What follows belongs to an exercise in optimizing a design on an open flow for small area, a short achievable clock period and few clock cycles per item; a production flow would make more cautious choices.
In this exercise RTL edits were held to simulation tests only and were not proved equivalent to the original.
No activity file was given, so power comes from the tool's default toggle rates.

### design/flow/design.v
package ale_pkg;
   localparam int DEPTH_DEF = 64;
   localparam int ELEM_W = 32;
   localparam int IDX_W  = 7;
   localparam int CAP_W  = 7;
   localparam int OP_W   = 4;
   localparam int ST_W   = 2;
   localparam int REQ_TDATA_W = 40;
   localparam int REQ_TUSER_W = OP_W;
   localparam int RSP_TDATA_W = ELEM_W;
   localparam int RSP_TUSER_W = ST_W;
   localparam int CSR_TDATA_W = 8;
   localparam logic [CAP_W-1:0] CAP_RESET = 7'd64;
   typedef enum logic [OP_W-1:0] {
      REQ_APPEND  = 4'd0,
      REQ_INSERT  = 4'd1,
      REQ_DELETE  = 4'd2,
      REQ_SEARCH  = 4'd3,
      REQ_GET     = 4'd4,
      REQ_SET     = 4'd5,
      REQ_MAX     = 4'd6,
      REQ_MIN     = 4'd7,
      REQ_SUM     = 4'd8,
      REQ_AVERAGE = 4'd9
   } req_code_type;
   typedef enum logic [ST_W-1:0] {
      ST_OK       = 2'd0,
      ST_FULL     = 2'd1,
      ST_BADIDX   = 2'd2,
      ST_NOTFOUND = 2'd3
   } status_type;
   typedef enum logic [2:0] {
      S_IDLE,
      S_SCAN,
      S_TAIL,
      S_DIV,
      S_DONE
   } state_type;
endpackage
module ale_div #(
   parameter int DIGITS = 4
) (
   input  logic [6:0]          n,       
   input  logic [7:0]          n3,      
   input  logic [5:0]          rem_i,
   input  logic [2*DIGITS-1:0] bits_i,
   output logic [5:0]          rem_o,
   output logic [2*DIGITS-1:0] quo_o
);
   logic [7:0] kn [1:3];
   logic [5:0] a [1:3];
   logic [1:0] b [1:3];
   logic [3:0] na0 [1:3];    
   logic [3:0] na1 [1:3];    
   assign kn[1] = {1'b0, n};
   assign kn[2] = {n, 1'b0};
   assign kn[3] = n3;
   genvar k, s;
   generate
      for (k = 1; k <= 3; k++) begin : g_kn
         assign a[k]   = kn[k][7:2];
         assign b[k]   = kn[k][1:0];
         assign na0[k] = 4'(-a[k][3:0]);
         assign na1[k] = ~a[k][3:0];
      end
   endgenerate
   logic [5:0] r [DIGITS+1];
   assign r[0] = rem_i;
   generate
      for (s = 0; s < DIGITS; s++) begin : g_dig
         logic [1:0] d;
         logic [3:1] c;
         logic [5:0] cand [4];
         assign d = bits_i[2*(DIGITS-s)-1 -: 2];
         assign cand[0] = {r[s][3:0], d};
         for (k = 1; k <= 3; k++) begin : g_k
            logic lt_db;
            logic gt, eq;
            logic [3:0] kk;
            assign lt_db   = d < b[k];
            assign gt      = r[s] > a[k];
            assign eq      = r[s] == a[k];
            assign c[k]    = gt || (eq && !lt_db);
            assign kk      = lt_db ? na1[k] : na0[k];
            assign cand[k] = {4'(r[s][3:0] + kk), 2'(d - b[k])};
         end
         assign r[s+1] = c[3] ? cand[3] : (c[2] ? cand[2] : (c[1] ? cand[1] : cand[0]));
         assign quo_o[2*(DIGITS-s)-1] = c[2];
         assign quo_o[2*(DIGITS-s)-2] = c[1] ^ c[2] ^ c[3];
      end
   endgenerate
   assign rem_o = r[DIGITS];
endmodule
import ale_pkg::*;
module array_list_engine #(
   parameter int DEPTH = ale_pkg::DEPTH_DEF
) (
   input  logic                            clock,
   input  logic                            reset,
   input  logic                            req_tvalid,
   output logic                            req_tready,
   input  logic [ale_pkg::REQ_TDATA_W-1:0] req_tdata,
   input  logic [ale_pkg::REQ_TUSER_W-1:0] req_tuser,
   output logic                            rsp_tvalid,
   input  logic                            rsp_tready,
   output logic [ale_pkg::RSP_TDATA_W-1:0] rsp_tdata,
   output logic [ale_pkg::RSP_TUSER_W-1:0] rsp_tuser,
   input  logic                            csr_tvalid,
   output logic                            csr_tready,
   input  logic [ale_pkg::CSR_TDATA_W-1:0] csr_tdata
);
   localparam int AW       = 6;
   localparam int SCAN_W   = 4;                   
   localparam int SWB      = $clog2(SCAN_W);
   localparam int GW       = AW - SWB;            
   localparam int SUM_W    = 38;
   localparam int DIV_DIG  = 2;                   
   localparam int DIV_BITS = 2 * DIV_DIG;
   localparam int DIV_CYC  = 32 / DIV_BITS;
   localparam int DCW      = $clog2(DIV_CYC);
   localparam int QN       = DIV_CYC + 1;         
   localparam int QW       = $clog2(QN);
   genvar j;
   logic              s1_vld;
   logic [3:0]        s1_op;
   logic [6:0]        s1_idx;
   logic [31:0]       s1_elem;
   logic [6:0]        s1_cap;
   logic              s1_ilt;              
   logic              s1_ile;              
   logic              full_ff;             
   logic [DEPTH-1:0]  s1_ieq;              
   logic [6:0]        cap_ff;
   logic [31:0]       mem [DEPTH];
   logic [DEPTH-1:0]  vld_ff;              
   logic [6:0]        n_ff;
   logic [7:0]        n3_ff;               
   logic [SUM_W-1:0]  sum_ff;
   logic [31:0]       mx_ff, mn_ff;
   logic [6:0]        mxc_ff, mnc_ff;
   logic              mxv_ff, mnv_ff;
   logic              scan_ff;             
   logic              sfin_ff;             
   logic              smrg_ff;             
   logic              sfirst_ff;           
   logic              slast_ff;            
   logic [31:0]       sl_ff [4];           
   logic [3:0]        sv_ff;               
   logic              div_ff;
   logic [GW-1:0]     ptr_ff;
   logic [DCW-1:0]    dcnt_ff;
   logic              dneg_ff;
   logic [6:0]        dn_ff;               
   logic [7:0]        dn3_ff;
   logic [6:0]        dnm1_ff;             
   logic [QW-1:0]     dslot_ff;            
   logic              dwr_ff;              
   logic [5:0]        drem_ff;
   logic [31:0]       dq_ff;
   logic [31:0]       dnq_ff;              
   logic [31:0]       q_data [QN];
   logic [1:0]        q_user [QN];
   logic [QN-1:0]     q_pend;              
   logic [QW:0]       q_cnt_ff;            
   logic op_app, op_ins, op_del, op_srch, op_get, op_set, op_max, op_min, op_sum, op_avg;
   logic n_zero, full, i_le_n, i_lt_n;
   assign op_app  = s1_op == 4'd0;
   assign op_ins  = s1_op == 4'd1;
   assign op_del  = s1_op == 4'd2;
   assign op_srch = s1_op == 4'd3;
   assign op_get  = s1_op == 4'd4;
   assign op_set  = s1_op == 4'd5;
   assign op_max  = s1_op == 4'd6;
   assign op_min  = s1_op == 4'd7;
   assign op_sum  = s1_op == 4'd8;
   assign op_avg  = s1_op == 4'd9;
   assign n_zero = !vld_ff[0];
   assign full   = full_ff;
   assign i_lt_n = s1_ilt;
   assign i_le_n = s1_ile;
   logic [DEPTH-1:0] n_eq;
   assign n_eq = vld_ff ^ {vld_ff[DEPTH-2:0], 1'b1};
   logic             busy, scan_op, op_mm;
   logic [DEPTH-1:0] rd_sel;
   logic [31:0]      rd;
   assign busy    = scan_ff | smrg_ff | sfin_ff;
   assign op_mm   = op_max | op_min;
   assign scan_op = s1_vld & ~busy & ~n_zero & ((op_max & ~mxv_ff) | (op_min & ~mnv_ff));
   generate
      for (j = 0; j < DEPTH; j++) begin : g_rsel
         assign rd_sel[j] = s1_ieq[j];
      end
   endgenerate
   logic [31:0] lane [SCAN_W];
   always_comb begin
      for (int g = 0; g < SCAN_W; g++) begin
         lane[g] = '0;
         for (int k = g; k < DEPTH; k += SCAN_W) begin
            lane[g] = lane[g] | ({32{rd_sel[k]}} & mem[k]);
         end
      end
      rd = '0;
      for (int g = 0; g < SCAN_W; g++) begin
         rd = rd | lane[g];
      end
   end
   logic [DEPTH-1:0] hit, fh;
   logic [DEPTH:0]   seen;
   logic [AW-1:0]    hit_pos;
   logic             found;
   generate
      for (j = 0; j < DEPTH; j++) begin : g_cmp
         assign hit[j] = (mem[j] == s1_elem) && vld_ff[j];
      end
   endgenerate
   always_comb begin
      seen[0] = 1'b0;
      for (int k = 0; k < DEPTH; k++) begin
         seen[k+1] = seen[k] | hit[k];
         fh[k]     = hit[k] & ~seen[k];
      end
   end
   always_comb begin
      hit_pos = '0;
      for (int k = 0; k < DEPTH; k++) begin
         if (fh[k]) hit_pos = hit_pos | AW'(k);
      end
   end
   assign found = seen[DEPTH];
   localparam int NC = SCAN_W + 1;                
   logic [GW-1:0]    cur_ptr;
   logic             scan_last;
   logic [31:0]      sc_mx, sc_mn;
   logic [6:0]       sc_mxc, sc_mnc;
   logic [SCAN_W-1:0] e_v, m_v;
   logic             e_gt [SCAN_W][SCAN_W];    
   logic             e_eq [SCAN_W][SCAN_W];
   logic [SCAN_W-1:0] mx_gt, mx_eq, mn_lt, mn_eq;  
   assign cur_ptr   = scan_ff ? ptr_ff : '0;
   assign scan_last = 7'({cur_ptr, SWB'(SCAN_W - 1)}) >= 7'(n_ff - 7'd1);
   generate
      for (j = 0; j < SCAN_W; j++) begin : g_sc
         assign e_v[j]   = 7'({cur_ptr, SWB'(j)}) < n_ff;
         assign m_v[j]   = sv_ff[j];
         assign mx_gt[j] = $signed(sl_ff[j]) > $signed(mx_ff);
         assign mx_eq[j] = sl_ff[j] == mx_ff;
         assign mn_lt[j] = $signed(sl_ff[j]) < $signed(mn_ff);
         assign mn_eq[j] = sl_ff[j] == mn_ff;
         for (genvar b = 0; b < SCAN_W; b++) begin : g_pair
            if (b > j) begin : g_cmp
               assign e_gt[j][b] = $signed(sl_ff[j]) > $signed(sl_ff[b]);
               assign e_eq[j][b] = sl_ff[j] == sl_ff[b];
            end else if (b < j) begin : g_sym
               assign e_gt[j][b] = !e_gt[b][j] && !e_eq[b][j];
               assign e_eq[j][b] = e_eq[b][j];
            end else begin : g_self
               assign e_gt[j][b] = 1'b0;
               assign e_eq[j][b] = 1'b1;
            end
         end
      end
   endgenerate
   always_comb begin
      logic [NC-1:0] win_mx, win_mn;
      logic [6:0]    cnt_mx, cnt_mn;
      logic [2:0]    cnt_e;
      win_mx[0] = !sfirst_ff;
      win_mn[0] = !sfirst_ff;
      for (int a = 0; a < SCAN_W; a++) begin
         win_mx[0] = win_mx[0] && !(m_v[a] && mx_gt[a]);
         win_mn[0] = win_mn[0] && !(m_v[a] && mn_lt[a]);
      end
      for (int a = 0; a < SCAN_W; a++) begin
         win_mx[a+1] = m_v[a] && !(!sfirst_ff && (!mx_gt[a]));
         win_mn[a+1] = m_v[a] && !(!sfirst_ff && (!mn_lt[a]));
         for (int b = 0; b < SCAN_W; b++) begin
            if (b < a) begin
               win_mx[a+1] = win_mx[a+1] && !(m_v[b] && !e_gt[a][b]);
               win_mn[a+1] = win_mn[a+1] && !(m_v[b] && (e_gt[a][b] || e_eq[a][b]));
            end else if (b > a) begin
               win_mx[a+1] = win_mx[a+1] && !(m_v[b] && e_gt[b][a]);
               win_mn[a+1] = win_mn[a+1] && !(m_v[b] && !(e_gt[b][a] || e_eq[b][a]));
            end
         end
      end
      sc_mx  = {32{win_mx[0]}} & mx_ff;
      sc_mn  = {32{win_mn[0]}} & mn_ff;
      cnt_mx = mxc_ff;
      cnt_mn = mnc_ff;
      for (int b = 0; b < SCAN_W; b++) begin
         cnt_mx = 7'(cnt_mx + 7'(m_v[b] && mx_eq[b]));
         cnt_mn = 7'(cnt_mn + 7'(m_v[b] && mn_eq[b]));
      end
      sc_mxc = {7{win_mx[0]}} & cnt_mx;
      sc_mnc = {7{win_mn[0]}} & cnt_mn;
      for (int a = 0; a < SCAN_W; a++) begin
         cnt_e = '0;
         for (int b = 0; b < SCAN_W; b++) begin
            cnt_e = 3'(cnt_e + 3'(m_v[b] && e_eq[a][b]));
         end
         sc_mx  = sc_mx | ({32{win_mx[a+1]}} & sl_ff[a]);
         sc_mn  = sc_mn | ({32{win_mn[a+1]}} & sl_ff[a]);
         sc_mxc = sc_mxc | ({7{win_mx[a+1]}} & 7'(cnt_e));
         sc_mnc = sc_mnc | ({7{win_mn[a+1]}} & 7'(cnt_e));
      end
   end
   logic [SUM_W-1:0]    div_a;
   logic [5:0]          dv_rem_i, dv_rem_o;
   logic [DIV_BITS-1:0] dv_bits, dv_quo;
   logic [31:0]         dq_next;
   logic                div_last;
   logic [31:0]         avg_val;
   logic [31:0]         dnq_next;
   assign div_a    = sum_ff ^ {SUM_W{sum_ff[SUM_W-1]}};
   assign dv_rem_i = div_ff ? drem_ff : div_a[37:32];
   assign dv_bits  = div_ff ? dq_ff[31 -: DIV_BITS] : div_a[31 -: DIV_BITS];
   assign dq_next  = div_ff ? {dq_ff[31-DIV_BITS:0], dv_quo} : {div_a[31-DIV_BITS:0], dv_quo};
   assign div_last = div_ff && (dcnt_ff == DCW'(DIV_CYC - 1));
   always_comb begin
      logic [31:0] nq, nmq;
      nq  = div_ff ? dnq_ff : '0;
      nmq = '1;
      if (div_ff) begin
         for (int b = 0; b < 32; b++) begin
            if (b < DIV_BITS * int'(dcnt_ff)) nmq[b] = !dq_ff[b];
         end
      end
      for (int g = DIV_DIG - 1; g >= 0; g--) begin
         if (dv_quo[2*g +: 2] == 2'd0) nq = {nq[29:0], 2'b00};
         else nq = {nmq[29:0], 2'(3'd4 - 3'(dv_quo[2*g +: 2]))};
         nmq = {nmq[29:0], 2'(2'd3 - dv_quo[2*g +: 2])};
      end
      dnq_next = nq;
   end
   assign avg_val = !dneg_ff ? dq_ff :
                    ((7'(drem_ff) == dnm1_ff) ? ~dq_ff : dnq_ff);
   ale_div #(
      .DIGITS (DIV_DIG)
   ) u_div (
      .n     (dn_ff),
      .n3    (dn3_ff),
      .rem_i (dv_rem_i),
      .bits_i(dv_bits),
      .rem_o (dv_rem_o),
      .quo_o (dv_quo)
   );
   logic        rsp_ok;
   logic        done;
   logic        fire;
   logic        start_scan, start_div;
   logic [31:0] res_val;
   logic [1:0]  res_st;
   logic        res_pend;
   logic        q_full, q_head, q_pop;
   assign q_full = q_cnt_ff == (QW+1)'(QN);
   assign q_head = (q_cnt_ff != '0) && !q_pend[0];
   assign q_pop  = q_head && rsp_tready;
   assign rsp_ok = !q_full || q_pop;
   logic [QW-1:0] q_wpos, q_apos;
   assign q_wpos = QW'(q_cnt_ff - (QW+1)'(q_pop));
   assign q_apos = QW'(dslot_ff - QW'(q_pop));
   always_comb begin
      start_scan = 1'b0;
      start_div  = 1'b0;
      done       = 1'b0;
      res_val    = '0;
      res_st     = 2'd0;
      res_pend   = 1'b0;
      if (sfin_ff) begin
         done    = 1'b1;
         res_val = op_max ? mx_ff : mn_ff;
      end else if (scan_ff || smrg_ff) begin
         done    = 1'b0;
      end else if (s1_vld) begin
         done = 1'b1;
         case (s1_op)
            4'd0: begin
               if (full) res_st = 2'd1;
            end
            4'd1: begin
               if (!i_le_n) res_st = 2'd2;
               else if (full) res_st = 2'd1;
            end
            4'd2, 4'd4: begin
               if (!i_lt_n) res_st = 2'd2;
               else res_val = rd;
            end
            4'd3: begin
               if (found) res_val = 32'(hit_pos);
               else res_st = 2'd3;
            end
            4'd5: begin
               if (!i_lt_n) res_st = 2'd2;
            end
            4'd6, 4'd7: begin
               if (n_zero) begin
                  res_st = 2'd2;
               end else if (scan_op) begin
                  done       = 1'b0;
                  start_scan = 1'b1;
               end else begin
                  res_val = op_max ? mx_ff : mn_ff;
               end
            end
            4'd8: begin
               res_val = sum_ff[31:0];
            end
            4'd9: begin
               if (n_zero) begin
                  res_st = 2'd2;
               end else begin
                  done      = !div_ff;
                  start_div = 1'b1;
                  res_pend  = 1'b1;
               end
            end
            default: begin
            end
         endcase
      end
   end
   assign fire = done && rsp_ok;
   logic go;
   logic app_c, ins_c, del_c, set_c, add_c, rem_c, grow_c;
   assign go     = fire && !busy && s1_vld;
   assign app_c  = op_app && !full;
   assign ins_c  = op_ins && i_le_n && !full;
   assign del_c  = op_del && i_lt_n;
   assign set_c  = op_set && i_lt_n;
   assign add_c  = app_c || ins_c || set_c;
   assign rem_c  = del_c || set_c;
   assign grow_c = app_c || ins_c;
   logic [DEPTH-1:0] sel_n, sel_l, sel_r;
   logic [DEPTH-1:0] s1_igt;               
   always_comb begin
      s1_igt[0] = 1'b0;
      for (int k = 1; k < DEPTH; k++) s1_igt[k] = s1_igt[k-1] | s1_ieq[k-1];
   end
   generate
      for (j = 0; j < DEPTH; j++) begin : g_slot
         logic [31:0] lv, rv;
         logic        sel_h;
         assign sel_n[j] = go && (((ins_c || set_c) && s1_ieq[j]) || (app_c && n_eq[j]));
         if (j == 0) begin : g_first
            assign lv       = mem[0];
            assign sel_l[j] = 1'b0;
         end else begin : g_mid
            assign lv       = mem[j-1];
            assign sel_l[j] = go && ((ins_c && s1_igt[j]) || (op_srch && fh[j]));
         end
         if (j == DEPTH - 1) begin : g_last
            assign rv       = mem[j];
            assign sel_r[j] = go && del_c && (s1_igt[j] || s1_ieq[j]);
         end else begin : g_rest
            assign rv       = mem[j+1];
            assign sel_r[j] = go && ((del_c && (s1_igt[j] || s1_ieq[j])) ||
                                     (op_srch && fh[j+1]));
         end
         assign sel_h = ~(sel_n[j] | sel_l[j] | sel_r[j]);
         always_ff @(posedge clock) begin
            mem[j] <= ({32{sel_n[j]}} & s1_elem) | ({32{sel_l[j]}} & lv) |
                      ({32{sel_r[j]}} & rv) | ({32{sel_h}} & mem[j]);
         end
      end
   endgenerate
   logic [SUM_W-1:0] sum_px, sum_bs, sum_mv, sum_nx;
   logic             x_gt, x_eq, x_lt, x_eqn, v_eq, v_eqn;
   logic             mxv_n, mnv_n;
   logic [6:0]       mxc_n, mnc_n, mxc_inc, mxc_dec, mnc_inc, mnc_dec;
   logic [31:0]      mx_n, mn_n;
   assign sum_px = SUM_W'(sum_ff + {{(SUM_W-32){s1_elem[31]}}, s1_elem});
   assign sum_bs = op_set ? sum_px : sum_ff;
   assign sum_mv = SUM_W'(sum_bs - {{(SUM_W-32){rd[31]}}, rd});
   assign sum_nx = rem_c ? sum_mv : (add_c ? sum_px : sum_ff);
   assign x_gt  = $signed(s1_elem) > $signed(mx_ff);
   assign x_eq  = s1_elem == mx_ff;
   assign x_lt  = $signed(s1_elem) < $signed(mn_ff);
   assign x_eqn = s1_elem == mn_ff;
   assign v_eq  = rd == mx_ff;
   assign v_eqn = rd == mn_ff;
   assign mxc_inc = 7'(mxc_ff + 7'd1);
   assign mxc_dec = 7'(mxc_ff - 7'd1);
   assign mnc_inc = 7'(mnc_ff + 7'd1);
   assign mnc_dec = 7'(mnc_ff - 7'd1);
   always_comb begin
      logic vr, vrn, xnew, xnewn, xeq, xeqn;
      vr    = rem_c && mxv_ff && v_eq;
      vrn   = rem_c && mnv_ff && v_eqn;
      xnew  = (grow_c && n_zero) || (add_c && x_gt) || (add_c && x_eq && !mxv_ff);
      xnewn = (grow_c && n_zero) || (add_c && x_lt) || (add_c && x_eqn && !mnv_ff);
      xeq   = add_c && x_eq;
      xeqn  = add_c && x_eqn;
      if (xnew) begin
         mx_n  = s1_elem;
         mxc_n = 7'd1;
         mxv_n = 1'b1;
      end else if (xeq) begin
         mx_n  = mx_ff;
         mxc_n = vr ? mxc_ff : mxc_inc;
         mxv_n = 1'b1;
      end else begin
         mx_n  = mx_ff;
         mxc_n = vr ? mxc_dec : mxc_ff;
         mxv_n = vr ? (mxc_ff != 7'd1) : mxv_ff;
      end
      if (xnewn) begin
         mn_n  = s1_elem;
         mnc_n = 7'd1;
         mnv_n = 1'b1;
      end else if (xeqn) begin
         mn_n  = mn_ff;
         mnc_n = vrn ? mnc_ff : mnc_inc;
         mnv_n = 1'b1;
      end else begin
         mn_n  = mn_ff;
         mnc_n = vrn ? mnc_dec : mnc_ff;
         mnv_n = vrn ? (mnc_ff != 7'd1) : mnv_ff;
      end
   end
   logic accept;
   assign accept = req_tvalid && req_tready;
   logic [6:0] cap_in, n_up, n_dn;
   logic       f_in_up, f_in_dn, f_in_eq, f_s1_up, f_s1_dn, f_s1_eq, full_nx_in, full_nx_s1;
   assign cap_in  = (cap_ff == 7'd0) ? 7'd1 : ((cap_ff > 7'd64) ? 7'd64 : cap_ff);
   assign n_up    = 7'(n_ff + 7'd1);
   assign n_dn    = 7'(n_ff - 7'd1);
   assign f_in_up = n_up >= cap_in;
   assign f_in_dn = n_dn >= cap_in;
   assign f_in_eq = n_ff >= cap_in;
   assign f_s1_up = n_up >= s1_cap;
   assign f_s1_dn = n_dn >= s1_cap;
   assign f_s1_eq = n_ff >= s1_cap;
   assign full_nx_in = (go && grow_c) ? f_in_up : ((go && del_c) ? f_in_dn : f_in_eq);
   assign full_nx_s1 = (go && grow_c) ? f_s1_up : ((go && del_c) ? f_s1_dn : f_s1_eq);
   logic [6:0] idx_in;
   logic       accept_ilt, accept_ile;
   assign idx_in     = req_tdata[6:0];
   assign accept_ilt = (go && grow_c) ? (idx_in < n_up) :
                       ((go && del_c) ? (idx_in < n_dn) : (idx_in < n_ff));
   assign accept_ile = (go && grow_c) ? (idx_in <= n_up) :
                       ((go && del_c) ? (idx_in <= n_dn) : (idx_in <= n_ff));
   always_ff @(posedge clock) begin
      if (reset) begin
         s1_vld     <= 1'b0;
         full_ff    <= 1'b0;
         cap_ff     <= 7'd64;
         n_ff       <= '0;
         n3_ff      <= '0;
         dn_ff      <= '0;
         dn3_ff     <= '0;
         vld_ff     <= '0;
         sum_ff     <= '0;
         mxv_ff     <= 1'b0;
         mnv_ff     <= 1'b0;
         scan_ff    <= 1'b0;
         smrg_ff    <= 1'b0;
         sfin_ff    <= 1'b0;
         div_ff     <= 1'b0;
         dwr_ff     <= 1'b0;
         q_cnt_ff   <= '0;
      end else begin
         if (csr_tvalid) cap_ff <= csr_tdata[6:0];
         if (!div_ff || div_last) begin
            if (go && grow_c) begin
               dn_ff  <= n_up;
               dn3_ff <= 8'(n3_ff + 8'd3);
            end else if (go && del_c) begin
               dn_ff  <= n_dn;
               dn3_ff <= 8'(n3_ff - 8'd3);
            end else begin
               dn_ff  <= n_ff;
               dn3_ff <= n3_ff;
            end
         end
         full_ff <= accept ? full_nx_in : full_nx_s1;
         if (accept) s1_vld <= 1'b1;
         else if (fire) s1_vld <= 1'b0;
         if (go && grow_c) begin
            n_ff   <= n_up;
            n3_ff  <= 8'(n3_ff + 8'd3);
            vld_ff <= {vld_ff[DEPTH-2:0], 1'b1};
         end else if (go && del_c) begin
            n_ff   <= n_dn;
            n3_ff  <= 8'(n3_ff - 8'd3);
            vld_ff <= {1'b0, vld_ff[DEPTH-1:1]};
         end
         if (go) sum_ff <= sum_nx;
         if (scan_op || scan_ff || smrg_ff || sfin_ff) begin
            if (sfin_ff && fire) begin
               mxv_ff <= 1'b1;
               mnv_ff <= 1'b1;
            end
         end else if (go) begin
            mxv_ff <= mxv_n;
            mnv_ff <= mnv_n;
         end
         scan_ff <= (start_scan || scan_ff) && !scan_last;
         smrg_ff <= start_scan || scan_ff;
         if (smrg_ff && slast_ff) sfin_ff <= 1'b1;
         else if (fire) sfin_ff <= 1'b0;
         if (go && start_div) div_ff <= 1'b1;
         else if (div_last) div_ff <= 1'b0;
         dwr_ff <= div_last;
         if (div_last) dnm1_ff <= 7'(dn_ff - 7'd1);
         if (fire && !q_pop) q_cnt_ff <= (QW+1)'(q_cnt_ff + 1'b1);
         else if (!fire && q_pop) q_cnt_ff <= (QW+1)'(q_cnt_ff - 1'b1);
      end
   end
   always_ff @(posedge clock) begin
      if (accept) begin
         s1_op   <= req_tuser;
         s1_idx  <= req_tdata[6:0];
         s1_elem <= req_tdata[38:7];
         s1_cap  <= cap_in;
         s1_ilt  <= accept_ilt;
         s1_ile  <= accept_ile;
         for (int k = 0; k < DEPTH; k++) begin
            s1_ieq[k] <= ((req_tuser == 4'd6) || (req_tuser == 4'd7)) ? (k < SCAN_W) :
                         (req_tdata[6:0] == 7'(k));
         end
      end
      if (start_scan || scan_ff) begin
         for (int g = 0; g < SCAN_W; g++) sl_ff[g] <= lane[g];
         sv_ff     <= e_v;
         sfirst_ff <= start_scan;
         slast_ff  <= scan_last;
      end
      if (smrg_ff) begin
         mx_ff  <= sc_mx;
         mxc_ff <= sc_mxc;
         mn_ff  <= sc_mn;
         mnc_ff <= sc_mnc;
      end else if (go) begin
         mx_ff  <= mx_n;
         mxc_ff <= mxc_n;
         mn_ff  <= mn_n;
         mnc_ff <= mnc_n;
      end
      if (start_scan) ptr_ff <= GW'(1);
      else if (scan_ff) ptr_ff <= GW'(ptr_ff + 1'b1);
      if ((start_scan || scan_ff) && !scan_last) s1_ieq <= s1_ieq << SCAN_W;
      if (go && start_div) begin
         dneg_ff  <= sum_ff[SUM_W-1];
         dslot_ff <= q_wpos;
         dcnt_ff  <= DCW'(1);
      end else begin
         if (div_ff && !div_last) dcnt_ff <= DCW'(dcnt_ff + 1'b1);
         if (q_pop) dslot_ff <= QW'(dslot_ff - 1'b1);
      end
      if ((go && start_div) || div_ff) begin
         drem_ff <= dv_rem_o;
         dq_ff   <= dq_next;
         dnq_ff  <= dnq_next;
      end
      for (int k = 0; k < QN; k++) begin
         if (fire && (q_wpos == QW'(k))) begin
            q_data[k] <= res_val;
            q_user[k] <= res_st;
            q_pend[k] <= res_pend;
         end else if (dwr_ff && (q_apos == QW'(k))) begin
            q_data[k] <= avg_val;
            q_user[k] <= 2'd0;
            q_pend[k] <= 1'b0;
         end else if (q_pop) begin
            if (k < QN - 1) begin
               q_data[k] <= q_data[k+1];
               q_user[k] <= q_user[k+1];
               q_pend[k] <= q_pend[k+1];
            end
         end
      end
   end
   assign req_tready = !s1_vld || fire;
   assign rsp_tvalid = q_head;
   assign rsp_tuser  = q_user[0];
   assign csr_tready = 1'b1;
   assign rsp_tdata  = q_data[0];
endmodule
### design/flow/run.sh
#!/bin/bash
# synth_recipe.tcl (not shown) runs the flow's synth.tcl, then flattens the netlist and writes it again
# the make line also repeats each setting of config.mk as NAME=value (left out here)
make -C /OpenROAD-flow-scripts/flow DESIGN_CONFIG=/design/flow/config.mk WORK_HOME=/design/flow/orfs CLKGATE_MAP_FILE= SYNTH_SCRIPT=/design/flow/synth_recipe.tcl finish
### design/flow/config.mk
export PLATFORM = sky130hd
export DESIGN_NAME = array_list_engine
export DESIGN_NICKNAME = array_list_engine
export VERILOG_FILES = /design/flow/design.v
export SDC_FILE = /design/flow/constraint.sdc
export NUM_CORES = 4
export LEC_CHECK = 0
export CAP_MARGIN = 20
export CORE_MARGIN = 2
export CORE_UTILIZATION = 32
export PLACE_DENSITY = 0.39
export SLEW_MARGIN = 20
### design/flow/constraint.sdc
create_clock -name core_clock -period 6.0 [get_ports {clock}]
set_input_delay 1.2000 -clock core_clock [delete_from_list [all_inputs] [get_ports {clock}]]
set_output_delay 1.2000 -clock core_clock [all_outputs]
set_load 0.01 [all_outputs]
==> results by group, run 1 <==
Run status
  – Status: aborted with a tool error
  – Failing step: global routing
  – Err: [ERROR GRT-0116] Global routing finished with congestion. Check the congestion regions in the DRC Viewer.

Placement
  – IO Port Bufs: 90
  – Cells after DPL: 32,619
  – Pre-CTS WS: -629.5 ps
  – Dpl hpwl: 1,676,000 um
  – Placer Congestion: 1.336

Global route
  – Global route overflow: between 40 and 50
  – Largest net degree at the start of global routing: ~140
  – First-pass GRT wire length: 2,891,000 um
  – Total Routing Usage GR: 0.7217
  – Vias in the first global route: 251,064

Logic synthesis
  – Sequential cell area fraction in the yosys report: 0.3456
  – #FFs+latches synth: 2,926
  – YS warnings: 17
  – Post-synth EDFFs: around 710
  – Area leader, netlist: dfxtp_1
  – Synth async-reset ratio: 0
  – Post-synth top area share: 0.2329
  – Syn Inst Count: 21,634
  – Syn_nets: approximately 22,000
  – Post-synthesis cell type count: 97
  – Top area cells in the synthesized netlist: dfxtp_1 (23%), edfxtp_1 (11%), xor2_1 (7.2%), nand2_1 (6.6%), a222oi_1 (6.3%)
  – Commonest register cell after synthesis: dfxtp_1
  – Post-Syn Area: approximately 0.19 mm^2
  – Synth Area per Inst: 8.790 um^2

Floorplan
  – Row cnt: 283
  – IO Pins: 94
  – Die height: 774.9 um
  – Die W: 774.9 um
  – Initial core utilization: 0.3206

Clock network
  – Root buf cell: clkbuf_16
  – Bufs on Longest Clock Path: 4
  – Hold_buf cts: 0
  – TritonCTS Buffers: 376
  – Clock sinks: a little under 3,000
  – H-tree depth: 5
-- kinds of logic after synthesis --
kind of cell | share of synthesized area
xor+xnor | 0.1085
compound gates | 0.2723
fa+ha+maj | 0.05190
simple gates | 0.1613
flops | 0.3456
other cells | 0.00001972
buf+inv | 0.05470
mux | 0.005737
-- stage by stage --
step           power [mW]  instance area (um^2)  hold WS (ps)  setup TNS, ps
2_1_floorplan       45.78                190200         406.4              0
3_3_place_gp        88.51                239400         441.3         -67180
3_5_place_dp        88.55                239400         454.0         -17070
4_1_cts             113.0                253000         340.1         -141.7
-- synthesized netlist by cell type, drive strengths merged (631+ instances only) --
master  instances
a221o         763
a222oi       1194
a22o         1027
a22oi         848
clkbuf       1513
dfxtp        2212
edfxtp        714
ha            752
inv           631
nand2        3345
nor2          632
nor4          672
o21ai         768
xnor2         800
xor2         1555
-- routing by layer --
metal  GRT overflow  global-route usage
met1              0              0.7503
met2             30              0.8502
met3              0              0.5909
met4             19              0.6735
met5              0              0.3163
-- power groups by stage --
| stage | Combinational (mW) | Clock (mW) | Sequential, mW |
|---|---|---|---|
| after global placement | 50.8 | 0 | 37.8 |
| after CTS | 51.1 | 24.5 | 37.4 |
| after floorplan | 14.6 | 0 | 31.2 |
| after detailed placement | 50.8 | 0 | 37.8 |
-- worst min-delay path by stage --
stage                     slack, ps           to        start  cells past startpoint
after global placement          440  mem[30][21]  mem[30][21]                      2
after CTS                       340  q_cnt_ff[0]        reset                      2
after floorplan                 410      dneg_ff   sum_ff[37]                      0
after detailed placement        450    dn3_ff[7]    dn3_ff[7]                      2
-- repair_timing --
action	CTS
pin swaps	16
buffers inserted	29
setup endpoints to repair	122
resized for setup	85
cloned	5
Testbench counts, summed over its fixed seeds: cycles 17,850, requests 16,000.
==> inputs of run 2 (changes only) <==
--- a/design/flow/design.v
+++ b/design/flow/design.v
@@ -91,6 +91,104 @@
    endgenerate
    assign rem_o = r[DIGITS];
 endmodule
+module ale_avg #(
+   parameter int DIV_DIG = 2,
+   parameter int QW      = 4
+) (
+   input  logic          clock,
+   input  logic          reset,
+   input  logic          start,
+   input  logic [37:0]   a,
+   input  logic          neg,
+   input  logic [QW-1:0] slot,
+   input  logic          pop,
+   input  logic [6:0]    n_nx,
+   input  logic [7:0]    n3_nx,
+   output logic          busy,
+   output logic          wr,
+   output logic [QW-1:0] wslot,
+   output logic [31:0]   val
+);
+   localparam int DIV_BITS = 2 * DIV_DIG;
+   localparam int DIV_CYC  = 32 / DIV_BITS;
+   localparam int DCW      = $clog2(DIV_CYC);
+   logic              div_ff, dwr_ff, dneg_ff;
+   logic [DCW-1:0]    dcnt_ff;
+   logic [5:0]        drem_ff;
+   logic [31:0]       dq_ff, dnq_ff;
+   logic [6:0]        dn_ff, dnm1_ff;
+   logic [7:0]        dn3_ff;
+   logic [QW-1:0]     dslot_ff;
+   logic [5:0]          dv_rem_o;
+   logic [DIV_BITS-1:0] dv_quo;
+   logic [31:0]         dq_next, dnq_next;
+   logic                div_last;
+   assign dq_next  = {dq_ff[31-DIV_BITS:0], dv_quo};
+   assign div_last = div_ff && (dcnt_ff == DCW'(DIV_CYC - 1));
+   always_comb begin
+      logic [31:0] nq, nmq;
+      nq  = dnq_ff;
+      nmq = '1;
+      for (int b = 0; b < 32; b++) begin
+         if (b < DIV_BITS * int'(dcnt_ff)) nmq[b] = !dq_ff[b];
+      end
+      for (int g = DIV_DIG - 1; g >= 0; g--) begin
+         if (dv_quo[2*g +: 2] == 2'd0) nq = {nq[29:0], 2'b00};
+         else nq = {nmq[29:0], 2'(3'd4 - 3'(dv_quo[2*g +: 2]))};
+         nmq = {nmq[29:0], 2'(2'd3 - dv_quo[2*g +: 2])};
+      end
+      dnq_next = nq;
+   end
+   ale_div #(
+      .DIGITS (DIV_DIG)
+   ) u_div (
+      .n     (dn_ff),
+      .n3    (dn3_ff),
+      .rem_i (drem_ff),
+      .bits_i(dq_ff[31 -: DIV_BITS]),
+      .rem_o (dv_rem_o),
+      .quo_o (dv_quo)
+   );
+   always_ff @(posedge clock) begin
+      if (reset) begin
+         div_ff <= 1'b0;
+         dwr_ff <= 1'b0;
+         dn_ff  <= '0;
+         dn3_ff <= '0;
+      end else begin
+         if (start) div_ff <= 1'b1;
+         else if (div_last) div_ff <= 1'b0;
+         dwr_ff <= div_last;
+         if (!div_ff || div_last) begin
+            dn_ff  <= n_nx;
+            dn3_ff <= n3_nx;
+         end
+      end
+   end
+   always_ff @(posedge clock) begin
+      if (div_last) dnm1_ff <= 7'(dn_ff - 7'd1);
+      if (start) begin
+         dneg_ff  <= neg;
+         dslot_ff <= slot;
+         dcnt_ff  <= '0;
+         drem_ff  <= a[37:32];
+         dq_ff    <= a[31:0];
+         dnq_ff   <= '0;
+      end else begin
+         if (div_ff && !div_last) dcnt_ff <= DCW'(dcnt_ff + 1'b1);
+         if (pop) dslot_ff <= QW'(dslot_ff - 1'b1);
+         if (div_ff) begin
+            drem_ff <= dv_rem_o;
+            dq_ff   <= dq_next;
+            dnq_ff  <= dnq_next;
+         end
+      end
+   end
+   assign busy  = div_ff;
+   assign wr    = dwr_ff;
+   assign wslot = QW'(dslot_ff - QW'(pop));
+   assign val   = !dneg_ff ? dq_ff : ((7'(drem_ff) == dnm1_ff) ? ~dq_ff : dnq_ff);
+endmodule
 import ale_pkg::*;
 module array_list_engine #(
    parameter int DEPTH = ale_pkg::DEPTH_DEF
@@ -118,7 +216,7 @@
    localparam int DIV_BITS = 2 * DIV_DIG;
    localparam int DIV_CYC  = 32 / DIV_BITS;
    localparam int DCW      = $clog2(DIV_CYC);
-   localparam int QN       = DIV_CYC + 1;         
+   localparam int QN       = DIV_CYC + 2;         
    localparam int QW       = $clog2(QN);
    genvar j;
    logic              s1_vld;
@@ -135,7 +233,8 @@
    logic [DEPTH-1:0]  vld_ff;              
    logic [6:0]        n_ff;
    logic [7:0]        n3_ff;               
-   logic [SUM_W-1:0]  sum_ff;
+   logic [SUM_W-1:0]  sum_ff;              
+   logic [SUM_W-1:0]  px_ff, pv_ff;        
    logic [31:0]       mx_ff, mn_ff;
    logic [6:0]        mxc_ff, mnc_ff;
    logic              mxv_ff, mnv_ff;
@@ -146,18 +245,7 @@
    logic              slast_ff;            
    logic [31:0]       sl_ff [4];           
    logic [3:0]        sv_ff;               
-   logic              div_ff;
    logic [GW-1:0]     ptr_ff;
-   logic [DCW-1:0]    dcnt_ff;
-   logic              dneg_ff;
-   logic [6:0]        dn_ff;               
-   logic [7:0]        dn3_ff;
-   logic [6:0]        dnm1_ff;             
-   logic [QW-1:0]     dslot_ff;            
-   logic              dwr_ff;              
-   logic [5:0]        drem_ff;
-   logic [31:0]       dq_ff;
-   logic [31:0]       dnq_ff;              
    logic [31:0]       q_data [QN];
    logic [1:0]        q_user [QN];
    logic [QN-1:0]     q_pend;              
@@ -304,45 +392,24 @@
          sc_mnc = sc_mnc | ({7{win_mn[a+1]}} & 7'(cnt_e));
       end
    end
-   logic [SUM_W-1:0]    div_a;
-   logic [5:0]          dv_rem_i, dv_rem_o;
-   logic [DIV_BITS-1:0] dv_bits, dv_quo;
-   logic [31:0]         dq_next;
-   logic                div_last;
-   logic [31:0]         avg_val;
-   logic [31:0]         dnq_next;
-   assign div_a    = sum_ff ^ {SUM_W{sum_ff[SUM_W-1]}};
-   assign dv_rem_i = div_ff ? drem_ff : div_a[37:32];
-   assign dv_bits  = div_ff ? dq_ff[31 -: DIV_BITS] : div_a[31 -: DIV_BITS];
-   assign dq_next  = div_ff ? {dq_ff[31-DIV_BITS:0], dv_quo} : {div_a[31-DIV_BITS:0], dv_quo};
-   assign div_last = div_ff && (dcnt_ff == DCW'(DIV_CYC - 1));
-   always_comb begin
-      logic [31:0] nq, nmq;
-      nq  = div_ff ? dnq_ff : '0;
-      nmq = '1;
-      if (div_ff) begin
-         for (int b = 0; b < 32; b++) begin
-            if (b < DIV_BITS * int'(dcnt_ff)) nmq[b] = !dq_ff[b];
-         end
-      end
-      for (int g = DIV_DIG - 1; g >= 0; g--) begin
-         if (dv_quo[2*g +: 2] == 2'd0) nq = {nq[29:0], 2'b00};
-         else nq = {nmq[29:0], 2'(3'd4 - 3'(dv_quo[2*g +: 2]))};
-         nmq = {nmq[29:0], 2'(2'd3 - dv_quo[2*g +: 2])};
-      end
-      dnq_next = nq;
-   end
-   assign avg_val = !dneg_ff ? dq_ff :
-                    ((7'(drem_ff) == dnm1_ff) ? ~dq_ff : dnq_ff);
-   ale_div #(
-      .DIGITS (DIV_DIG)
-   ) u_div (
-      .n     (dn_ff),
-      .n3    (dn3_ff),
-      .rem_i (dv_rem_i),
-      .bits_i(dv_bits),
-      .rem_o (dv_rem_o),
-      .quo_o (dv_quo)
+   logic [SUM_W-1:0] div_a;
+   logic [6:0]       n_nx;
+   logic [7:0]       n3_nx;
+   logic             start0, start1, busy0, busy1, wr0, wr1;
+   logic [QW-1:0]    wslot0, wslot1;
+   logic [31:0]      val0, val1;
+   assign div_a  = sum_eff ^ {SUM_W{sum_eff[SUM_W-1]}};
+   assign start0 = go && start_div && !busy0;
+   assign start1 = go && start_div && busy0;
+   ale_avg #(.DIV_DIG(DIV_DIG), .QW(QW)) u_avg0 (
+      .clock (clock), .reset (reset), .start (start0), .a (div_a), .neg (sum_eff[SUM_W-1]),
+      .slot (q_wpos), .pop (q_pop), .n_nx (n_nx), .n3_nx (n3_nx),
+      .busy (busy0), .wr (wr0), .wslot (wslot0), .val (val0)
+   );
+   ale_avg #(.DIV_DIG(DIV_DIG), .QW(QW)) u_avg1 (
+      .clock (clock), .reset (reset), .start (start1), .a (div_a), .neg (sum_eff[SUM_W-1]),
+      .slot (q_wpos), .pop (q_pop), .n_nx (n_nx), .n3_nx (n3_nx),
+      .busy (busy1), .wr (wr1), .wslot (wslot1), .val (val1)
    );
    logic        rsp_ok;
    logic        done;
@@ -356,9 +423,8 @@
    assign q_head = (q_cnt_ff != '0) && !q_pend[0];
    assign q_pop  = q_head && rsp_tready;
    assign rsp_ok = !q_full || q_pop;
-   logic [QW-1:0] q_wpos, q_apos;
+   logic [QW-1:0] q_wpos;
    assign q_wpos = QW'(q_cnt_ff - (QW+1)'(q_pop));
-   assign q_apos = QW'(dslot_ff - QW'(q_pop));
    always_comb begin
       start_scan = 1'b0;
       start_div  = 1'b0;
@@ -403,13 +469,13 @@
                end
             end
             4'd8: begin
-               res_val = sum_ff[31:0];
+               res_val = sum_eff[31:0];
             end
             4'd9: begin
                if (n_zero) begin
                   res_st = 2'd2;
                end else begin
-                  done      = !div_ff;
+                  done      = !(busy0 && busy1);
                   start_div = 1'b1;
                   res_pend  = 1'b1;
                end
@@ -463,15 +529,14 @@
          end
       end
    endgenerate
-   logic [SUM_W-1:0] sum_px, sum_bs, sum_mv, sum_nx;
    logic             x_gt, x_eq, x_lt, x_eqn, v_eq, v_eqn;
    logic             mxv_n, mnv_n;
    logic [6:0]       mxc_n, mnc_n, mxc_inc, mxc_dec, mnc_inc, mnc_dec;
    logic [31:0]      mx_n, mn_n;
-   assign sum_px = SUM_W'(sum_ff + {{(SUM_W-32){s1_elem[31]}}, s1_elem});
-   assign sum_bs = op_set ? sum_px : sum_ff;
-   assign sum_mv = SUM_W'(sum_bs - {{(SUM_W-32){rd[31]}}, rd});
-   assign sum_nx = rem_c ? sum_mv : (add_c ? sum_px : sum_ff);
+   logic [SUM_W-1:0] x_s, v_s, sum_eff;
+   assign x_s     = {{(SUM_W-32){s1_elem[31]}}, s1_elem};
+   assign v_s     = {{(SUM_W-32){rd[31]}}, rd};
+   assign sum_eff = SUM_W'(sum_ff + px_ff - pv_ff);
    assign x_gt  = $signed(s1_elem) > $signed(mx_ff);
    assign x_eq  = s1_elem == mx_ff;
    assign x_lt  = $signed(s1_elem) < $signed(mn_ff);
@@ -532,6 +597,8 @@
    assign f_s1_eq = n_ff >= s1_cap;
    assign full_nx_in = (go && grow_c) ? f_in_up : ((go && del_c) ? f_in_dn : f_in_eq);
    assign full_nx_s1 = (go && grow_c) ? f_s1_up : ((go && del_c) ? f_s1_dn : f_s1_eq);
+   assign n_nx  = (go && grow_c) ? n_up : ((go && del_c) ? n_dn : n_ff);
+   assign n3_nx = (go && grow_c) ? 8'(n3_ff + 8'd3) : ((go && del_c) ? 8'(n3_ff - 8'd3) : n3_ff);
    logic [6:0] idx_in;
    logic       accept_ilt, accept_ile;
    assign idx_in     = req_tdata[6:0];
@@ -546,32 +613,18 @@
          cap_ff     <= 7'd64;
          n_ff       <= '0;
          n3_ff      <= '0;
-         dn_ff      <= '0;
-         dn3_ff     <= '0;
          vld_ff     <= '0;
          sum_ff     <= '0;
+         px_ff      <= '0;
+         pv_ff      <= '0;
          mxv_ff     <= 1'b0;
          mnv_ff     <= 1'b0;
          scan_ff    <= 1'b0;
          smrg_ff    <= 1'b0;
          sfin_ff    <= 1'b0;
-         div_ff     <= 1'b0;
-         dwr_ff     <= 1'b0;
          q_cnt_ff   <= '0;
       end else begin
          if (csr_tvalid) cap_ff <= csr_tdata[6:0];
-         if (!div_ff || div_last) begin
-            if (go && grow_c) begin
-               dn_ff  <= n_up;
-               dn3_ff <= 8'(n3_ff + 8'd3);
-            end else if (go && del_c) begin
-               dn_ff  <= n_dn;
-               dn3_ff <= 8'(n3_ff - 8'd3);
-            end else begin
-               dn_ff  <= n_ff;
-               dn3_ff <= n3_ff;
-            end
-         end
          full_ff <= accept ? full_nx_in : full_nx_s1;
          if (accept) s1_vld <= 1'b1;
          else if (fire) s1_vld <= 1'b0;
@@ -584,7 +637,9 @@
             n3_ff  <= 8'(n3_ff - 8'd3);
             vld_ff <= {1'b0, vld_ff[DEPTH-1:1]};
          end
-         if (go) sum_ff <= sum_nx;
+         sum_ff <= sum_eff;
+         px_ff  <= (go && add_c) ? x_s : '0;
+         pv_ff  <= (go && rem_c) ? v_s : '0;
          if (scan_op || scan_ff || smrg_ff || sfin_ff) begin
             if (sfin_ff && fire) begin
                mxv_ff <= 1'b1;
@@ -598,10 +653,6 @@
          smrg_ff <= start_scan || scan_ff;
          if (smrg_ff && slast_ff) sfin_ff <= 1'b1;
          else if (fire) sfin_ff <= 1'b0;
-         if (go && start_div) div_ff <= 1'b1;
-         else if (div_last) div_ff <= 1'b0;
-         dwr_ff <= div_last;
-         if (div_last) dnm1_ff <= 7'(dn_ff - 7'd1);
          if (fire && !q_pop) q_cnt_ff <= (QW+1)'(q_cnt_ff + 1'b1);
          else if (!fire && q_pop) q_cnt_ff <= (QW+1)'(q_cnt_ff - 1'b1);
       end
@@ -639,26 +690,13 @@
       if (start_scan) ptr_ff <= GW'(1);
       else if (scan_ff) ptr_ff <= GW'(ptr_ff + 1'b1);
       if ((start_scan || scan_ff) && !scan_last) s1_ieq <= s1_ieq << SCAN_W;
-      if (go && start_div) begin
-         dneg_ff  <= sum_ff[SUM_W-1];
-         dslot_ff <= q_wpos;
-         dcnt_ff  <= DCW'(1);
-      end else begin
-         if (div_ff && !div_last) dcnt_ff <= DCW'(dcnt_ff + 1'b1);
-         if (q_pop) dslot_ff <= QW'(dslot_ff - 1'b1);
-      end
-      if ((go && start_div) || div_ff) begin
-         drem_ff <= dv_rem_o;
-         dq_ff   <= dq_next;
-         dnq_ff  <= dnq_next;
-      end
       for (int k = 0; k < QN; k++) begin
          if (fire && (q_wpos == QW'(k))) begin
             q_data[k] <= res_val;
             q_user[k] <= res_st;
             q_pend[k] <= res_pend;
-         end else if (dwr_ff && (q_apos == QW'(k))) begin
-            q_data[k] <= avg_val;
+         end else if ((wr0 && (wslot0 == QW'(k))) || (wr1 && (wslot1 == QW'(k)))) begin
+            q_data[k] <= wr0 ? val0 : val1;
             q_user[k] <= 2'd0;
             q_pend[k] <= 1'b0;
          end else if (q_pop) begin
--- a/design/flow/config.mk
+++ b/design/flow/config.mk
@@ -7,6 +7,8 @@
 export LEC_CHECK = 0
 export CAP_MARGIN = 20
 export CORE_MARGIN = 2
-export CORE_UTILIZATION = 32
-export PLACE_DENSITY = 0.39
+export CORE_UTILIZATION = 22
+export MIN_ROUTING_LAYER = met2
+export PLACE_DENSITY = 0.26
+export SETUP_SLACK_MARGIN = 0.2
 export SLEW_MARGIN = 20
==> results by group, run 2 <==
Global route
  – Largest net degree at the start of global routing: 91
  – Total Routing Usage GR: 0.8998
  – Vias in the first global route: 396,973
  – First-pass GRT wire length: around 3,600,000 um
  – Global route overflow: 19,464

Clock network
  – Hold_buf cts: 0 (unchanged)
  – H-tree depth: 5 (unchanged)
  – TritonCTS Buffers: 421 (+12%)
  – Clock sinks: 3,127 (+6.9%)
  – Root buf cell: clkbuf_16
  – Bufs on Longest Clock Path: 4 (unchanged)

Run status
  – Err: [ERROR GRT-0116] Global routing finished with congestion. Check the congestion regions in the DRC Viewer.
  – Failing step: global routing
  – Status: aborted with a tool error

Logic synthesis
  – Post-synthesis cell type count: 98 (+1.0%)
  – Post-Syn Area: 0.1969 mm^2 (+3.5%)
  – Synth async-reset ratio: 0 (unchanged)
  – Area leader, netlist: dfxtp_1
  – Syn Inst Count: 22,479 (+3.9%)
  – Count leader, synth: nand2_1
  – #FFs+latches synth: 3,127 (+6.9%)
  – Post-synth EDFFs: 767 (+7.4%)
  – Commonest cells in the netlist: nand2_1 (3,646), dfxtp_1 (2,360), xor2_1 (1,663), clkbuf_1 (1,661), a222oi_1 (1,555)
  – Synth Area per Inst: 8.757 um^2 (-0.38%)
  – Commonest register cell after synthesis: dfxtp_1
  – Post-synth top area share: 0.2400 (+0.007148)
  – Top area cells in the synthesized netlist: dfxtp_1 (24%), edfxtp_1 (12%), a222oi_1 (7.9%), xor2_1 (7.4%), nand2_1 (7.0%)
  – YS warnings: 18 (+1)
  – Syn_nets: 23,389 (+4.1%)
  – Sequential cell area fraction in the yosys report: 0.3570 (+0.01141)

Placement
  – Placer Congestion: 1.517 (+14%)
  – Cells after DPL: 37,361 (+15%)
  – Pre-CTS WS: -1183 ps (-553.1 ps)
  – IO Port Bufs: 90 (unchanged)
  – Dpl hpwl: 2,056,000 um (+23%)

Floorplan
  – Row cnt: 347 (+23%)
  – Die height: 949.9 um (+23%)
  – Die W: 949.9 um (+23%)
  – Initial core utilization: 0.2206 (-0.1000)
  – IO Pins: 94 (unchanged)
run 2: cell count changes after synthesis, sizes merged, moves of 148 or more:
cell	before	now
a221o	763	497
a222oi	1194	1555
a22o	1027	797
a22oi	848	654
and3	35	187
clkbuf	1513	1661
dfxtp	2212	2360
inv	631	855
nand2	3345	3648
o211ai	280	54
o21ai	768	1163
run 2: worst min-delay path by stage:
stage                                    to  depth (start not counted)  slack (ps)               from
after global placement          mem[12][29]                          2         440        mem[12][29]
after floorplan           u_avg0.dnq_ff[31]                          1         430  u_avg0.dnq_ff[31]
after detailed placement        mem[12][29]                          2         430        mem[12][29]
after CTS                           n_ff[6]                          2         400              reset
run 2: cell families after synthesis:
logic type      share of synthesized area
mux                              0.006299
simple gates                       0.1554
flops                              0.3570
buf+inv                           0.05806
fa+ha+maj                         0.05681
compound gates                     0.2607
other cells                    0.00001905
xor+xnor                           0.1058
run 2: routing by layer:
layer | GRT overflow | GRT usage
met3 | 14698 | 0.9862
met1 | - | -
met5 | 1287 | 0.8078
met2 | 2282 | 0.8989
met4 | 1197 | 0.7814
run 2: metrics by stage:
stage / area (um^2) / total power, mW
floorplan: 196900 / 48.27
global placement: 252800 / 99.94
detailed placement: 253100 / 99.70
CTS: 270300 / 128.1
run 2: what timing repair did:
action | 4_1_cts
pin swaps | 70
cloned | 7
resized for setup | 310
buffers inserted | 67
setup endpoints to repair | 1521
run 2: power by group through the flow:
stage	clock (mW)	sequential, mW	combinational (mW)
after floorplan	0	33.1	15.2
after global placement	0	38.8	61.2
after detailed placement	0	38.8	60.9
after CTS	28.1	38.4	61.6
Testbench counts of run 2, summed over its fixed seeds: cycles 17,215, requests 16,000.
==> inputs of run 3 (changes only) <==
--- a/design/flow/config.mk
+++ b/design/flow/config.mk
@@ -7,8 +7,8 @@
 export LEC_CHECK = 0
 export CAP_MARGIN = 20
 export CORE_MARGIN = 2
-export CORE_UTILIZATION = 22
+export CORE_UTILIZATION = 15
 export MIN_ROUTING_LAYER = met2
-export PLACE_DENSITY = 0.26
+export PLACE_DENSITY = 0.2
 export SETUP_SLACK_MARGIN = 0.2
 export SLEW_MARGIN = 20
==> results by group, run 3 <==
Logic synthesis
  – Post-Syn Area: 0.1969 mm^2 (unchanged)
  – #FFs+latches synth: 3,127 (unchanged)
  – Commonest register cell after synthesis: dfxtp_1
  – Count leader, synth: nand2_1
  – Top area cells in the synthesized netlist: dfxtp_1 (24%), edfxtp_1 (12%), a222oi_1 (7.9%), xor2_1 (7.4%), nand2_1 (7.0%)
  – Post-synth EDFFs: 767 (unchanged)
  – Syn_nets: 23,389 (unchanged)
  – Syn Inst Count: 22,479 (unchanged)
  – YS warnings: 18 (unchanged)
  – Post-synth top area share: 0.2400 (unchanged)
  – Synth async-reset ratio: 0 (unchanged)
  – Commonest cells in the netlist: nand2_1 (3,646), dfxtp_1 (2,360), xor2_1 (1,663), clkbuf_1 (1,661), a222oi_1 (1,555)
  – Area leader, netlist: dfxtp_1
  – Post-synthesis cell type count: 98 (unchanged)
  – Sequential cell area fraction in the yosys report: 0.3570 (unchanged)
  – Synth Area per Inst: 8.757 um^2 (unchanged)

Placement
  – Placer Congestion: 1.333 (-12%)
  – IO Port Bufs: 90 (unchanged)
  – Pre-CTS WS: -1242 ps (-59.80 ps)
  – Cell Area, Placed: 0.2649 mm^2 (+4.7%)
  – Cells after DPL: 43,310 (+16%)
  – Dpl hpwl: 2,430,000 um (+18%)

Floorplan
  – Die height: 1150 um (+21%)
  – Row cnt: 420 (+21%)
  – Die W: 1150 um (+21%)
  – IO Pins: 94 (unchanged)
  – Initial core utilization: 0.1505 (-0.07013)

Global route
  – Total Routing Usage GR: 0.6802
  – Global route overflow: 1,958
  – Largest net degree at the start of global routing: roughly 90
  – First-pass GRT wire length: 3,776,000 um
  – Vias in the first global route: about 370k

Clock network
  – Hold_buf cts: 0 (unchanged)
  – Clock sinks: 3,127 (unchanged)
  – TritonCTS Buffers: 481 (+14%)
  – Root buf cell: clkbuf_16
  – H-tree depth: 5 (unchanged)
  – Bufs on Longest Clock Path: 5 (+1)

Run status
  – Err: [ERROR GRT-0116] Global routing finished with congestion. Check the congestion regions in the DRC Viewer.
  – Failing step: global routing
  – Status: aborted with a tool error
## run 3: kinds of logic after synthesis
family	after synthesis	synth area share
simple gates	6562	0.1554
compound gates	6525	0.2607
flops	3127	0.3570
buf+inv	2913	0.05806
xor+xnor	2377	0.1058
fa+ha+maj	853	0.05681
mux	121	0.006299
other cells	1	0.00001905
## run 3: per-layer routing
layer,overflow,GRT usage
met4,0,0.4597
met2,5,0.7167
met3,1777,0.7792
met1,-,-
met5,176,0.5875
## run 3: metrics by stage
stage	power (mW)	utilization
CTS	141.1	0.2206
floorplan	48.27	-
detailed placement	108.6	0.2025
global placement	109.1	0.2023
## run 3: repair_timing
action / 4_1_cts
endpoints found under the setup margin: 1685
pin swaps: 165
resized for setup: 787
setup buffers: 220
endpoints found under the hold margin: 0
gates cloned: 55
## run 3: power groups by stage
stage               clock network [mW]  logic, mW  registers (mW)
detailed placement                   0       69.4            39.1
global placement                     0       69.9            39.2
CTS                               31.8       70.5            38.8
floorplan                            0       15.2            33.1
## run 3: how the worst max path moves through the flow
stage,startpoint,endpoint,depth (start not counted)
2_1_floorplan,u_avg1.dn_ff[3],u_avg1.dnq_ff[28],26
3_5_place_dp,s1_elem[31],q_data[2][1],22
3_3_place_gp,s1_ieq[8],q_data[1][3],21
4_1_cts,s1_elem[4],q_data[7][1],25
==> inputs of run 4 (changes only) <==
--- a/design/flow/config.mk
+++ b/design/flow/config.mk
@@ -6,9 +6,11 @@
 export NUM_CORES = 4
 export LEC_CHECK = 0
 export CAP_MARGIN = 20
+export CELL_PAD_IN_SITES_DETAIL_PLACEMENT = 2
+export CELL_PAD_IN_SITES_GLOBAL_PLACEMENT = 2
 export CORE_MARGIN = 2
-export CORE_UTILIZATION = 15
+export CORE_UTILIZATION = 18
 export MIN_ROUTING_LAYER = met2
-export PLACE_DENSITY = 0.2
+export PLACE_DENSITY = 0.22
 export SETUP_SLACK_MARGIN = 0.2
 export SLEW_MARGIN = 20
==> results by group, run 4 <==
Run status
  – Status: aborted with a tool error
  – Failing step: global routing
  – Err: [ERROR GRT-0116] Global routing finished with congestion. Check the congestion regions in the DRC Viewer.

Clock network
  – Hold_buf cts: 0 (unchanged)
  – TritonCTS Buffers: 447 (-7.1%)
  – Root buf cell: clkbuf_16
  – Bufs on Longest Clock Path: 5 (unchanged)
  – H-tree depth: 5 (unchanged)
  – Clock sinks: 3,127 (unchanged)

Global route
  – Total Routing Usage GR: 0.7983
  – First-pass GRT wire length: 3,835,000 um
  – Vias in the first global route: 403,053
  – Global route overflow: 11,297
  – Largest net degree at the start of global routing: roughly 110

Floorplan
  – Row cnt: 384 (-8.6%)
  – IO Pins: 94 (unchanged)
  – Initial core utilization: 0.1803 (+0.02983)
  – Die W: 1050 um (-8.7%)
  – Die height: 1050 um (-8.7%)

Placement
  – Placer Congestion: 1.420 (+6.6%)
  – Cells after DPL: 39,980 (-7.7%)
  – Dpl hpwl: 2,343,000 um (-3.6%)
  – IO Port Bufs: 90 (unchanged)

Logic synthesis
  – Post-synthesis cell type count: 98 (unchanged)
  – Post-Syn Area: 0.1969 mm^2 (unchanged)
  – Post-synth EDFFs: 767 (unchanged)
  – Synth Area per Inst: 8.757 um^2 (unchanged)
  – #FFs+latches synth: 3,127 (unchanged)
  – Synth async-reset ratio: 0 (unchanged)
  – Top area cells in the synthesized netlist: dfxtp_1 (24%), edfxtp_1 (12%), a222oi_1 (7.9%), xor2_1 (7.4%), nand2_1 (7.0%)
  – Commonest register cell after synthesis: dfxtp_1
  – Syn Inst Count: 22,479 (unchanged)
  – Area leader, netlist: dfxtp_1
  – YS warnings: 18 (unchanged)
  – Post-synth top area share: 0.2400 (unchanged)
  – Syn_nets: 23,389 (unchanged)
  – Count leader, synth: nand2_1
  – Sequential cell area fraction in the yosys report: 0.3570 (unchanged)
  – Commonest cells in the netlist: nand2_1 (3,646), dfxtp_1 (2,360), xor2_1 (1,663), clkbuf_1 (1,661), a222oi_1 (1,555)
==> run 4: cell counts after synthesis <==
Identical to the previous run, type by type.
==> run 4: routing by layer <==
layer / overflow / GRT usage
met1: - / -
met5: 1002 / 0.7615
met4: 45 / 0.5937
met2: 86 / 0.8132
met3: 10164 / 0.9086
==> run 4: per-stage QoR <==
step | setup slack, ps | TNS, ps | area [um^2] | hold WS (ps)
after floorplan | 397.7 | 0 | 196900 | 426.0
after global placement | -1313 | -265630 | 256400 | 441.7
after detailed placement | -1348 | -201590 | 256600 | 447.7
after CTS | 41.70 | 0 | 276100 | 413.6
==> run 4: timing repair <==
| action | in CTS |
|---|---|
| gates cloned | 14 |
| endpoints found under the hold margin | 0 |
| endpoints found under the setup margin | 1720 |
| gates resized for setup | 486 |
| setup buffers | 157 |
| pin swaps | 93 |
==> run 4: worst max-delay path by stage <==
stage,end,from,slack [ps]
detailed placement,q_data[4][2],s1_elem[19],-1350
floorplan,u_avg1.dnq_ff[28],u_avg1.dn_ff[3],400
CTS,q_data[1][2],s1_elem[31],40
global placement,q_data[3][2],s1_elem[19],-1310
==> run 4: power by group through the flow <==
stage	sequential [mW]	clock (mW)	combinational (mW)
after floorplan	33.1	0	15.2
after global placement	38.7	0	68.7
after detailed placement	38.9	0	69.0
after CTS	38.6	29.1	70.3
==> run 4: logic make-up after synthesis <==
| logic type | after synthesis | share of synthesized area |
|---|---|---|
| AOI/OAI and AO/OA | 6525 | 0.2607 |
| xor gates and xnor gates | 2377 | 0.1058 |
| adders and majority gates | 853 | 0.05681 |
| buffers and inverters | 2913 | 0.05806 |
| DFF | 3127 | 0.3570 |
| muxes | 121 | 0.006299 |
| other | 1 | 0.00001905 |
| and+or+nand+nor | 6562 | 0.1554 |
